Source: an optimization exercise on an open RTL-to-GDS flow (aim: small area and a short achievable clock period). Production flows keep margins and buffers that such runs may drop.
At most, simulation tests tie the RTL to the original design; equivalence was not proved.
The RTL of runs 2 and 3 was laid out without a check of its function.
No activity file was given, so power comes from the tool's default toggle rates.

==> design.v <==
module instr_mem_sync #(
  parameter  int                XLEN      = 32,
  parameter  int                DEPTH     = 64,
  localparam int                ADDR_W    = $clog2(DEPTH),
  parameter  logic [XLEN-1:0]   FILL_WORD = 32'h00000013
) (
  input  logic              clk,
  input  logic              reset,
  input  logic              fetch_req,
  input  logic [XLEN-1:0]   fetch_addr,
  output logic              fetch_ready,
  output logic              fetch_valid,
  output logic [XLEN-1:0]   fetch_instr,
  output logic              fetch_fault,
  input  logic              prog_we,
  input  logic [ADDR_W-1:0] prog_addr,
  input  logic [XLEN-1:0]   prog_data,
  output logic              busy
);
  typedef enum logic {CLEAR, READY} state_e;
  state_e            state_q, state_d;
  logic [ADDR_W-1:0] clr_idx_q, clr_idx_d;
  logic              fetch_valid_q, fetch_fault_q;
  logic [XLEN-1:0]   fetch_instr_q;
  logic [XLEN-1:0]   mem [DEPTH];
  logic              accept, misaligned, out_of_range, fault;
  logic [ADDR_W-1:0] rd_idx;
  logic              wr_en;
  logic [ADDR_W-1:0] wr_idx;
  logic [XLEN-1:0]   wr_data;
  assign fetch_ready  = (state_q == READY);
  assign busy         = (state_q == CLEAR);
  assign accept       = fetch_req & fetch_ready;
  assign rd_idx       = fetch_addr[ADDR_W+1:2];
  assign misaligned   = |fetch_addr[1:0];
  assign out_of_range = |(fetch_addr >> (ADDR_W + 2));
  assign fault        = misaligned | out_of_range;
  always_comb begin
    state_d   = state_q;
    clr_idx_d = clr_idx_q;
    wr_en     = 1'b0;
    wr_idx    = prog_addr;
    wr_data   = prog_data;
    case (state_q)
      CLEAR: begin
        wr_en     = 1'b1;
        wr_idx    = clr_idx_q;
        wr_data   = FILL_WORD;
        clr_idx_d = clr_idx_q + 1'b1;
        if (clr_idx_q == ADDR_W'(DEPTH - 1)) state_d = READY;
      end
      READY: begin
        wr_en = prog_we;
      end
      default: state_d = CLEAR;
    endcase
    if (reset) wr_en = 1'b0;
  end
  always_ff @(posedge clk) begin
    if (reset) begin
      state_q   <= CLEAR;
      clr_idx_q <= '0;
    end else begin
      state_q   <= state_d;
      clr_idx_q <= clr_idx_d;
    end
  end
  always_ff @(posedge clk) begin
    if (reset) begin
      fetch_valid_q <= 1'b0;
      fetch_fault_q <= 1'b0;
      fetch_instr_q <= FILL_WORD;
    end else begin
      fetch_valid_q <= accept;
      fetch_fault_q <= accept & fault;
      if (accept) fetch_instr_q <= fault ? FILL_WORD : mem[rd_idx];
    end
  end
  always_ff @(posedge clk) begin
    if (wr_en) mem[wr_idx] <= wr_data;
  end
  assign fetch_valid = fetch_valid_q;
  assign fetch_fault = fetch_fault_q;
  assign fetch_instr = fetch_instr_q;
endmodule
==> run.sh <==
#!/bin/bash
# synth_recipe.tcl (not shown) runs the flow's synth.tcl, then flattens the netlist and writes it again
# the make line also repeats each setting of config.mk as NAME=value (left out here)
make -C /OpenROAD-flow-scripts/flow DESIGN_CONFIG=/design/flow/config.mk WORK_HOME=/design/flow/orfs CLKGATE_MAP_FILE= SYNTH_SCRIPT=/design/flow/synth_recipe.tcl finish
==> config.mk <==
export PLATFORM = sky130hd
export DESIGN_NAME = instr_mem_sync
export DESIGN_NICKNAME = instr_mem_sync
export VERILOG_FILES = /design/flow/design.v
export SDC_FILE = /design/flow/constraint.sdc
export NUM_CORES = 4
export LEC_CHECK = 0
export CAP_MARGIN = 20
export CORE_MARGIN = 2
export CORE_UTILIZATION = 40
export SLEW_MARGIN = 20
==> constraint.sdc <==
create_clock -name core_clock -period 4.0 [get_ports {clk}]
set_input_delay 0.8000 -clock core_clock [delete_from_list [all_inputs] [get_ports {clk}]]
set_output_delay 0.8000 -clock core_clock [all_outputs]
set_load 0.01 [all_outputs]
==> results of run 1 <==
-- layout make-up --
type / count / area, µm² / area share
flip-flops and latches: 2089 / 62300 / 0.670
multi-input cells: 1483 / 17400 / 0.187
clock buffers: 256 / 5260 / 0.0565
repair buffers: 367 / 3860 / 0.0415
well taps: 2656 / 3320 / 0.0357
clock inverters: 110 / 901 / 0.00968
inverters: 5 / 18.8 / 0.000202
diodes: 3 / 7.51 / 0.0000807
-- worst min path at each step --
| stage | to | slack, ns | cells after the start |
|---|---|---|---|
| detailed placement | fetch_instr_q[5] | 0.49 | 2 |
| CTS | fetch_instr_q[5] | 0.49 | 2 |
| floorplan | fetch_instr_q[29] | 0.48 | 2 |
| global route | fetch_instr_q[5] | 0.52 | 2 |
| finish | fetch_instr_q[10] | 0.49 | 2 |
| global placement | fetch_instr_q[5] | 0.48 | 2 |
-- through the flow --
stage	total power, mW	worst slack, ns	hold slack, ns
finish	43.6	0.727	0.488
global route	44.8	0.593	0.521
CTS	43.9	0.716	0.495
detailed placement	26.0	0.460	0.486
global placement	26.0	0.444	0.480
floorplan	25.3	0.609	0.477
-- logic make-up (layout without fill, tap and decap cells) --
logic type      Yosys count  after routing  synth area share
xor+xnor                  3              3          0.000328
buf+inv                 213            738            0.0137
flops                  2089           2089             0.777
other cells               0              3                 0
mux                     689            689             0.153
compound gates          318            318            0.0287
simple gates            472            472            0.0273
fa+ha+maj                 1              1          0.000156
-- cell usage in the layout (no fill, tap or decap), types with 27 or more instances in the layout --
cell type / Yosys / routed
buf_4: 35 / 193
nand2_1: 144 / 144
mux2_2: 185 / 185
edfxtp_1: 2048 / 2048
o22ai_1: 61 / 61
nor2_1: 115 / 50
and2_2: 0 / 27
dfxtp_1: 41 / 40
clkbuf_16: 0 / 201
a22oi_1: 53 / 53
a221oi_1: 42 / 42
clkinv_1: 0 / 55
mux4_2: 412 / 412
o21ai_0: 33 / 33
o31ai_1: 27 / 27
clkbuf_1: 74 / 53
clkdlybuf4s50_1: 0 / 103
nand3_1: 92 / 92
buf_12: 0 / 65
nor2_4: 0 / 64
mux2i_1: 92 / 92
-- sequential cells by signal, indices dropped and copies added (netlist names) --
signal	cells
clr_idx_q	6
fetch_fault_q	1
fetch_instr_q	32
fetch_valid_q	1
mem	2048
state_q	1
-- power by group --
part	internal [mW]	switching [mW]
Clock	10.1	7.92
Sequential	23.7	0.0183
Combinational	0.764	0.981
Total	34.6	8.92
-- per-layer routing --
metal	GRT usage	vias to the layer above
li1	-	16600
met1	0.285	21400
met2	0.327	1429
met3	0.0290	234
met4	0.0503	0
met5	0	-
-- worst max-delay path, cell delays in order (launching register included) --
cell and delay [ns]:
dfxtp_2 0.78, inv_1 0.31, clkdlybuf4s50_1 0.56
-- synthesized netlist by cell type, types with 6 or more instances --
cell type / instances
o21ai_0: 33
o22a_1: 16
o22ai_1: 61
buf_2: 76
clkbuf_1: 74
a22oi_1: 53
buf_1: 13
o31ai_1: 27
mux4_2: 412
nor4_1: 7
nand3_1: 92
buf_6: 10
or2_2: 6
mux2_2: 185
or3_1: 11
a221oi_1: 42
dfxtp_1: 41
o211ai_1: 14
mux2i_1: 92
a21oi_1: 17
and2_1: 29
nand2b_1: 13
nand2_1: 144
a211oi_1: 19
buf_4: 35
nor2_1: 115
nor2b_1: 20
edfxtp_1: 2048
a22o_1: 17
nor3_1: 19
==> results.yml, run 1 <==
worst_setup_path:
  r2r_setup_slack_ns: 0.97
  critPathArrivalTime_ns: 2.47
  path_class: "reg2out"
  worstReg2RegStart: "state_q"
  cp-startpoint: "state_q"
  worst_r2r_endpoint: "fetch_instr_q[6]"
  worstSetupEndpoint: "busy"
  path_max_fanout: 42
  cp.required_ns: 3.20
  timing.critical_path.from_type: "register"
  rr_worst_depth: 7
  cp-end-kind: "primary output"
yosys:
  synth.distinct_cells: 55
  avgSynthCellArea_um2: 21.2
  yosysWarnings: 1
  synth-edff-count: 2048
  synth.net_count: 3860
  synthFlopType: "edfxtp_1"
  synth-seq-cells: 2089
  synthCells: 3785
  yosys.area.top_type: "edfxtp_1"
  async_reset_ff_frac: 0
  netlist_area_um2: 80200
  synth.area.top_cells: "edfxtp_1 77%, mux4_2 12%, mux2_2 2.6%"
  seq_area_frac_synth: 0.777
  synth_top_area_frac: 0.766
global_route:
  grt_usage: 0.200
  grt-ovfl-total: 0
  grt_max_degree: 71
  grt_pass1_wl_um: 294000
  antenna_found_initial: 5
  grt_pass1_vias: 39900
cts:
  ctsResizeCount: 0
  cts-root-buf: "clkbuf_16"
  post_cts_buffers: 0
  cts_buffers: 199
  path_clk_slew_ns: 0.06
  cts_tree: "done"
  htreeDepth: 4
  cts_hold_buf: 0
  clockBufferDepth: 3
  clock-sinks: 2089
  clk_latency_ns: 0.82
place:
  finalWeightedCongestion: 0.812
  port_buffers: 109
  dp_cells: 6598
  dp_hpwl_um: 123000
  place_area_um2: 86900
drt:
  dr_wl_met2_um: 101000
  postRouteAntennaNets: 0
  drtPass1Iterations: 5
  num_vias: 39700
  via_per_inst: 5.69
  detail_route.wl_per_cell_um: 29.4
  wl_met1_um: 86300
  wl_met3_um: 13100
  drtIter0Drc: 4790
  highest_layer: "met4"
  route.detailed.drc: 0
  routed_wl_um: 205000
timing:
  maxSlewViolCount: 0
  relSlewSlack: 0.258
  tightestPinTransition_ns: 1.11
  period_needed_ns: 3.27
  finalClockSkew_ns: 0.0210
  tns_ns: 0
  period_share: 0.818
  fmax_mhz: 306
  rsz0062_at_grt: "no"
  hold_viol: 0
  setup_viol: 0
worst_hold_path:
  worstHoldStart: "fetch_instr_q[10]"
  hold_path.class: "reg2reg"
finish:
  fin_area_um2: 93100
  drive_gt1_frac: 0.285
  nFillCells: 16500
  syn_to_final_growth_pct: 16.0
  stdcell_count: 6969
  final_nets: 4220
  fin_util: 0.466
floorplan:
  initial_core_util: 0.402
  fp-row-count: 164
  die_x_um: 452
  io_pins: 110
  die_area_um2: 204000
  core_um2: 200000
  dieHeight_um: 452
outcome:
  status: "complete, no violations"
job:
  cap_violations: 0
power:
  powerDensity_nw_per_um2: 468
  total_leakage_power_nw: 30.5
  ir_worst_vdd_uv: 409
==> inputs of run 2 (changes only) <==
==> design.v (replaced) <==
module instr_mem_sync (
  input  logic        clk,
  input  logic        reset,
  input  logic        fetch_req,
  input  logic [31:0] fetch_addr,
  output logic        fetch_ready,
  output logic        fetch_valid,
  output logic [31:0] fetch_instr,
  output logic        fetch_fault,
  input  logic        prog_we,
  input  logic [5:0]  prog_addr,
  input  logic [31:0] prog_data,
  output logic        busy
);
  localparam logic [31:0] FILL_WORD = 32'h00000013;
  logic        busy_q;
  logic [5:0]  clr_cnt_q;
  logic        fetch_valid_q, fetch_fault_q;
  logic [31:0] fetch_instr_q;
  logic [2047:0] mem_q;
  always_ff @(posedge clk) begin
    if (reset) begin
      busy_q    <= 1'b1;
      clr_cnt_q <= '0;
    end else if (busy_q) begin
      clr_cnt_q <= clr_cnt_q + 1'b1;
      if (&clr_cnt_q) busy_q <= 1'b0;
    end
  end
  logic [31:0] wr_data;
  assign wr_data = busy_q ? FILL_WORD : prog_data;
  for (genvar i = 0; i < 64; i++) begin : g_word
    always_ff @(posedge clk) begin
      if (busy_q | (prog_we & (prog_addr == i[5:0])))
        mem_q[32*i +: 32] <= wr_data;
    end
  end
  logic        accept, fault;
  logic [31:0] rd_data;
  assign accept = fetch_req & ~busy_q;
  assign fault  = (|fetch_addr[1:0]) | (|fetch_addr[31:8]);
  always_comb begin
    rd_data = '0;
    for (int i = 0; i < 64; i++)
      rd_data = rd_data | (mem_q[32*i +: 32] & {32{fetch_addr[7:2] == i[5:0]}});
  end
  always_ff @(posedge clk) begin
    if (reset) begin
      fetch_valid_q <= 1'b0;
      fetch_fault_q <= 1'b0;
      fetch_instr_q <= FILL_WORD;
    end else begin
      fetch_valid_q <= accept;
      fetch_fault_q <= accept & fault;
      if (accept) fetch_instr_q <= fault ? FILL_WORD : rd_data;
    end
  end
  assign fetch_ready = ~busy_q;
  assign busy        = busy_q;
  assign fetch_valid = fetch_valid_q;
  assign fetch_fault = fetch_fault_q;
  assign fetch_instr = fetch_instr_q;
endmodule
==> run 2 against run 1 <==
The layout now fails its checks (setup timing). Clock power up 4%. Sequential share of layout area increased by 0.49 points. Wire length rose by 41%. Combinational power decreased by 58%. Via count is 23% higher.
==> results.yml, run 2 <==
drt:
  drtPass1Iterations: 9
  num_vias: 48700
  via_per_inst: 6.51
  postRouteAntennaNets: 0
  route.detailed.drc: 0
  detail_route.wl_per_cell_um: 38.7
  drtIter0Drc: 8577
  routed_wl_um: 289000
cts:
  ctsResizeCount: 0
  htreeDepth: 4
  clockBufferDepth: 3
  clock-sinks: 2089
  path_clk_slew_ns: 0.06
  cts-root-buf: "clkbuf_16"
  clk_latency_ns: 0.85
  cts_hold_buf: 0
  cts_buffers: 201
  cts_tree: "done"
  post_cts_buffers: 0
finish:
  nFillCells: 16000
  syn_to_final_growth_pct: 19.5
  regArea_um2: 62300
  multi_input_area_um2: 14800
  final_nets: 4852
  top_regs: "mem_q: 2048 flops, fetch_instr_q: 32 flops, clr_cnt_q: 6 flops"
  drive_gt1_frac: 0.186
  mostFrequentLayoutCells: "2048 x edfxtp_1, 633 x a22oi_1, 308 x buf_4"
  largest_reg_flops: 2048
  stdcell_count: 7474
  mostFrequentLayoutCell: "edfxtp_1"
  fin_area_um2: 92400
  regMostFlops: "mem_q"
yosys:
  netlist_area_um2: 77300
  yosysWarnings: 1
  async_reset_ff_frac: 0
  synth_top_area_frac: 0.796
  synth.distinct_cells: 69
  synthFlopType: "edfxtp_1"
  synth_most_common_cell: "edfxtp_1"
  seq_area_frac_synth: 0.806
  synthCells: 4308
  avgSynthCellArea_um2: 17.9
  yosys.area.top_type: "edfxtp_1"
  synth.net_count: 4383
  synth-edff-count: 2048
  synth.area.top_cells: "edfxtp_1 80%, a22oi_1 6.1%, mux2i_1 1.9%"
  synth.top_cells.by_count: "2048 x edfxtp_1, 633 x a22oi_1, 236 x nand2_1, 146 x nand4_1, 145 x clkbuf_1"
  synth-seq-cells: 2089
timing:
  maxSlewViolCount: 0
  tightestPinTransition_ns: 1.31
  rsz0062_at_grt: "no"
  fmax_mhz: 248
  period_share: 1.01
  period_needed_ns: 4.04
  hold_viol: 0
  finalClockSkew_ns: 0.0262
  layout_setup_ws_ns: -0.0374
  relSlewSlack: 0.104
  setup_viol: 1
  whs_ns: 0.492
power:
  p_switching_mw: 8.78
  pwr-share-seq: 0.546
  switching_share: 0.203
  powerDensity_nw_per_um2: 469
  p_total_mw: 43.3
  comb_power_share: 0.017
  p_clk_frac: 0.437
  p_int_mw: 34.5
  total_leakage_power_nw: 35.5
  ir_worst_vdd_uv: 504
worst_setup_path:
  path_max_fanout: 14
  path_class: "in2reg"
  critPathArrivalTime_ns: 4.74
  r2r_setup_slack_ns: 1.15
  cp.required_ns: 4.70
  cp-end-kind: "register"
  timing.critical_path.from_type: "input port"
global_route:
  grt_pass1_vias: 46200
  grt_usage: 0.288
  grt-ovfl-total: 0
  grt_max_degree: 65
  antenna_found_initial: 16
  grt_pass1_wl_um: 388000
place:
  finalWeightedCongestion: 0.918
  dp_slack_ns: -0.635
  dp_hpwl_um: 172000
  dp_cells: 7098
  place_area_um2: 85800
  port_buffers: 109
floorplan:
  io_pins: 110
  dieHeight_um: 444
  initial_core_util: 0.402
  core_um2: 192000
  die_x_um: 444
  die_area_um2: 197000
  fp-row-count: 161
outcome:
  check.faults: "setup timing"
  status: "failed layout checks"
job:
  cap_violations: 0
worst_hold_path:
  hold_path.class: "reg2reg"
run 2: path summary, 6_finish.rpt:
check                                    from                 to  depth (start not counted)
worst max-delay path            fetch_addr[7]  fetch_instr_q[21]                         10
worst min-delay path             clr_cnt_q[5]       clr_cnt_q[5]                          2
worst max register to register    mem_q[1461]  fetch_instr_q[21]                          6
worst min register to register   clr_cnt_q[5]       clr_cnt_q[5]                          2
run 2: power groups by stage:
stage	Clock, mW	Combinational (mW)	Sequential [mW]
after floorplan	0	0.278	24.1
after global placement	0	0.699	24.1
after detailed placement	0	0.703	24.1
after CTS	19.0	0.705	23.7
after global routing	19.8	0.727	23.6
final	18.9	0.731	23.6
run 2: layout make-up:
cell class / instances / area share
clock buffers: 263 / 0.0590
well taps: 2526 / 0.0342
inverters: 3 / 0.000149
multi-input cells: 1956 / 0.160
clock inverters: 110 / 0.0114
flip-flops and latches: 2089 / 0.675
diodes: 1 / 0.0000271
repair buffers: 526 / 0.0607
run 2: metal layers:
layer	up-vias	GRT usage	share of wire
met5	-	0	0.00030
met4	16	0.159	0.066
met3	860	0.0675	0.13
met2	3835	0.442	0.45
met1	25100	0.380	0.36
li1	18900	-	-
run 2: critical path, stage by stage:
cell and delay, ns:
clkdlybuf4s50_1 0.54, buf_4 0.28, and2_1 0.30, and2_2 0.34, buf_12 0.22, a2111oi_0 1.15, buf_4 0.25, nand3_1 0.06
nor4_1 0.59, a32oi_1 0.19
run 2: metrics by stage:
stage	util	TNS [ns]
floorplan	-	-123.14
CTS	0.481	0
global route	0.481	0
global placement	0.446	-3.41
detailed placement	0.447	-2.53
finish	0.481	-0.0374
run 2: cell families (layout without fill, tap and decap cells):
| logic type | Yosys count | in the layout | share of synthesized area |
|---|---|---|---|
| flip-flops | 2089 | 2089 | 0.806 |
| AO/OA/AOI/OAI | 995 | 995 | 0.0983 |
| AND/OR/NAND/NOR | 771 | 771 | 0.0548 |
| buffers and inverters | 263 | 902 | 0.0153 |
| multiplexers | 185 | 185 | 0.0246 |
| XOR/XNOR | 4 | 4 | 0.000453 |
| adder cells (fa/ha/maj) | 1 | 1 | 0.000162 |
| other | 0 | 1 | 0 |
==> inputs of run 3 (changes only) <==
--- a/design.v
+++ b/design.v
@@ -13,7 +13,7 @@
   output logic        busy
 );
   localparam logic [31:0] FILL_WORD = 32'h00000013;
-  logic        busy_q;
+  logic        busy_q, busy_out_q, ready_out_q;
   logic [5:0]  clr_cnt_q;
   logic        fetch_valid_q, fetch_fault_q;
   logic [31:0] fetch_instr_q;
@@ -26,6 +26,10 @@
       clr_cnt_q <= clr_cnt_q + 1'b1;
       if (&clr_cnt_q) busy_q <= 1'b0;
     end
+  end
+  always_ff @(posedge clk) begin
+    busy_out_q  <= reset | (busy_out_q & ~(&clr_cnt_q));
+    ready_out_q <= ~reset & (ready_out_q | (&clr_cnt_q));
   end
   logic [31:0] wr_data;
   assign wr_data = busy_q ? FILL_WORD : prog_data;
@@ -55,8 +59,8 @@
       if (accept) fetch_instr_q <= fault ? FILL_WORD : rd_data;
     end
   end
-  assign fetch_ready = ~busy_q;
-  assign busy        = busy_q;
+  assign fetch_ready = ready_out_q;
+  assign busy        = busy_out_q;
   assign fetch_valid = fetch_valid_q;
   assign fetch_fault = fetch_fault_q;
   assign fetch_instr = fetch_instr_q;
--- a/config.mk
+++ b/config.mk
@@ -8,4 +8,5 @@
 export CAP_MARGIN = 20
 export CORE_MARGIN = 2
 export CORE_UTILIZATION = 40
+export SETUP_SLACK_MARGIN = 2.2
 export SLEW_MARGIN = 20
==> run 3 against run 2 <==
Synthesized area shrank 0.44%. Critical path depth is 3 lower. Highest routed layer unchanged. Utilization is 4.1 points higher. Die area decreased by 0.43%. Sequential share of layout area shrank 4.6 points. Clock skew rose by 0.0054 ns. Largest power group unchanged. Wire length is 6.9% higher. Worst setup slack gained 1.7 ns. Power increased by 1.2%. Now clean on timing, DRC and antenna.
==> results.yml, run 3 <==
outcome:
  status: "complete, no violations"
yosys:
  synth-seq-cells: 2091
  yosys.area.top_type: "edfxtp_1"
  synthFlopType: "edfxtp_1"
  synth_top_area_frac: 0.799
  synth.distinct_cells: 67
  seq_area_frac_synth: 0.810
  netlist_area_um2: 77000
  synth-edff-count: 2048
  synth_most_common_cell: "edfxtp_1"
  avgSynthCellArea_um2: 18.0
  yosysWarnings: 1
  synth.net_count: 4342
  synthCells: 4267
  synth.top_cells.by_count: "2048 x edfxtp_1, 792 x a22oi_1, 152 x clkbuf_1, 147 x nand2_1, 146 x nand4_1"
  synth.area.top_cells: "edfxtp_1 80%, a22oi_1 7.7%, mux2_2 1.3%"
  async_reset_ff_frac: 0
cts:
  path_clk_slew_ns: 0.06
  cts_hold_buf: 0
  clk_latency_ns: 0.89
  cts_buffers: 201
  clockBufferDepth: 3
  htreeDepth: 4
  clock-sinks: 2091
  cts-root-buf: "clkbuf_16"
  cts_tree: "done"
worst_setup_path:
  r2r_setup_slack_ns: 1.81
  cp-end-kind: "register"
  rr_worst_depth: 7
  worst_r2r_endpoint: "fetch_instr_q[31]"
  crit_chain: "buf_12 > nor4bb_2 > buf_4 > a22oi_1 > o211ai_1 > nor4_4 > a31oi_1"
  critPathArrivalTime_ns: 3.12
  path_class: "in2reg"
  cpPeakStageDelay_ns: 0.77
  path_max_fanout: 7
  worstReg2RegStart: "mem_q[1023]"
  cp_slowest_cell: "o211ai_1"
  timing.critical_path.from_type: "input port"
  cp.required_ns: 4.78
timing:
  tightestPinTransition_ns: 0.912
  fmax_mhz: 428
  period_needed_ns: 2.34
  finalClockSkew_ns: 0.0316
  relSlewSlack: 0.387
  whs_ns: 0.459
  rsz0062_at_grt: "yes"
  period_share: 0.584
  setup_viol: 0
  maxSlewViolCount: 0
  hold_viol: 0
job:
  cap_violations: 0
place:
  dp_hpwl_um: 172000
  port_buffers: 109
  finalWeightedCongestion: 0.946
floorplan:
  fp-row-count: 160
  die_area_um2: 196000
  die_x_um: 443
  io_pins: 110
  core_um2: 191000
  initial_core_util: 0.404
  dieHeight_um: 443
finish:
  top_regs: "mem_q: 2048 flops, fetch_instr_q: 32 flops, clr_cnt_q: 6 flops"
  regMostFlops: "mem_q"
  mostFrequentLayoutCells: "2048 x edfxtp_1, 702 x a22oi_1, 419 x buf_4"
  mostFrequentLayoutCell: "edfxtp_1"
  largest_reg_flops: 2048
  nFillCells: 14900
  drive_gt1_frac: 0.317
  syn_to_final_growth_pct: 29.2
  final_nets: 5160
  fin_util: 0.522
drt:
  via_per_inst: 6.53
  detail_route.wl_per_cell_um: 39.7
  route.detailed.drc: 0
  postRouteAntennaNets: 0
  num_vias: 50800
  drtIter0Drc: 9601
  drtPass1Iterations: 6
  routed_wl_um: 309000
worst_hold_path:
  hold_path.class: "reg2reg"
  min_to: "ready_out_q"
  worstHoldStart: "ready_out_q"
  hold_path_depth: 2
global_route:
  use_met2: 0.452
  grt-ovfl-total: 0
  grt_usage: 0.305
  grt_max_degree: 65
  grt_pass1_vias: 47500
  antenna_found_initial: 19
  grt_pass1_wl_um: 407000
  use_met3: 0.0903
  top_usage_layer: "met2"
  met1_usage: 0.385
power:
  total_leakage_power_nw: 38.9
  powerDensity_nw_per_um2: 441
  ir_worst_vdd_uv: 335
run 3: cell count changes after synthesis, moves of 45 or more:
cell       change
mux2i_1      -102
a2bb2oi_1     -54
a22o_1        -50
o21ai_0       -62
a21o_1        +45
mux2_2        +47
a22oi_1      +159
nand2_1       -89
run 3: worst max path at each step:
stage                       from                end  slack (ns)  cells after the start
2_1_floorplan      fetch_addr[4]  fetch_instr_q[14]        1.64                      9
3_3_place_gp       fetch_addr[7]  fetch_instr_q[12]       -0.51                     11
3_5_place_dp       fetch_addr[7]  fetch_instr_q[31]       -0.33                     10
4_1_cts        fetch_instr_q[17]    fetch_instr[17]        1.73                      1
5_1_grt            fetch_addr[3]  fetch_instr_q[18]        1.74                     11
6_report           fetch_addr[4]   fetch_instr_q[0]        1.66                      7
run 3: repair_timing:
item | in CTS | in global routing
endpoints found under the hold margin | 0 | 0
cloned | 45 | 14
pin swaps | 200 | 144
setup endpoints to repair | 3170 | 794
setup buffers | 267 | 70
resized for setup | 668 | 149
run 3: power breakdown:
part / switching (mW) / total (mW) / internal, mW
clock: 8.35 / 19.3 / 10.9
combinational: 0.529 / 0.914 / 0.386
sequential: 0.00244 / 23.6 / 23.6
total: 8.88 / 43.8 / 35.0
run 3: cell families after synthesis:
| kind of cell | Yosys count | share of synthesized area |
|---|---|---|
| mux | 130 | 0.0183 |
| buf+inv | 263 | 0.0152 |
| fa+ha+maj | 1 | 0.000163 |
| xor+xnor | 4 | 0.000455 |
| compound gates | 1022 | 0.101 |
| simple gates | 756 | 0.0548 |
| flops | 2091 | 0.810 |
run 3: through the flow:
stage | cells | TNS, ns | setup slack (ns) | cell area (µm²) | power (mW)
after CTS | 7684 | 0 | 1.73 | 97800 | 43.7
after floorplan | 4267 | 0 | 1.64 | 78600 | 24.4
final | 7780 | 0 | 1.66 | 99500 | 43.8
after global placement | 6993 | -4.18 | -0.505 | 85500 | 24.7
after detailed placement | 6997 | -0.399 | -0.332 | 85600 | 24.7
after global routing | 7769 | 0 | 1.74 | 99400 | 44.6
run 3: layer usage:
metal  share of wire  up-vias
met5        0.000091        -
met4           0.087        4
met3            0.14     1089
met2            0.44     4394
met1            0.34    25800
li1                -    19500
run 3: final cells by class:
type / instances / area [µm²] / share of cell area
clock buffer: 275 / 5450 / 0.0548
antenna: 12 / 30.0 / 0.000302
timing repair buffer: 848 / 10200 / 0.103
clock inverter: 100 / 1140 / 0.0115
multi-input combinational: 1942 / 17000 / 0.171
sequential: 2091 / 62500 / 0.628
tap: 2511 / 3140 / 0.0316
inverter: 1 / 3.75 / 0.0000377
run 3: critical path, delay by kind of cell:
kind	cells	cell delay, ns
compound gates	3	1.30
buf+inv	2	0.50
simple gates	2	0.52

[separate check: timing with driven ports]
Ports are ideal in the flow. The routed layouts listed here were re-timed in OpenROAD.
Step 1 (the two cells are an assumption about what drives the block):
set clk [get_ports {clk}]
set_driving_cell -lib_cell sky130_fd_sc_hd__clkbuf_16 $clk
set_driving_cell -lib_cell sky130_fd_sc_hd__buf_2 [delete_from_list [all_inputs] $clk]
Step 2 times the ports against the registers' clock, not the clock port: input delays grow and output delays shrink by t, the midpoint of the rising clock arrivals with the driver on.
Slacks: ideal / step 1 / step 2; pairs: ideal / step 1.
| run | t (ns) | setup slack, ns | worst hold slack (ns) | worst data-port slew with drivers (ns) |
|---|---|---|---|---|
| run 1 | 0.899 | 0.727 / 0.643 / 0.392 | 0.488 / 0.488 / 0.488 | 0.10 |
| run 2 | 0.933 | -0.037 / 0.026 / -0.907 | 0.492 / 0.492 / 0.492 | 0.06 |
| run 3 | 0.969 | 1.665 / 1.561 / 0.592 | 0.459 / 0.459 / 0.459 | 0.31 |
For run 3, which loses most, drivers alone change the setup slack by -0.104 ns; drivers and shift together by -1.073 ns.
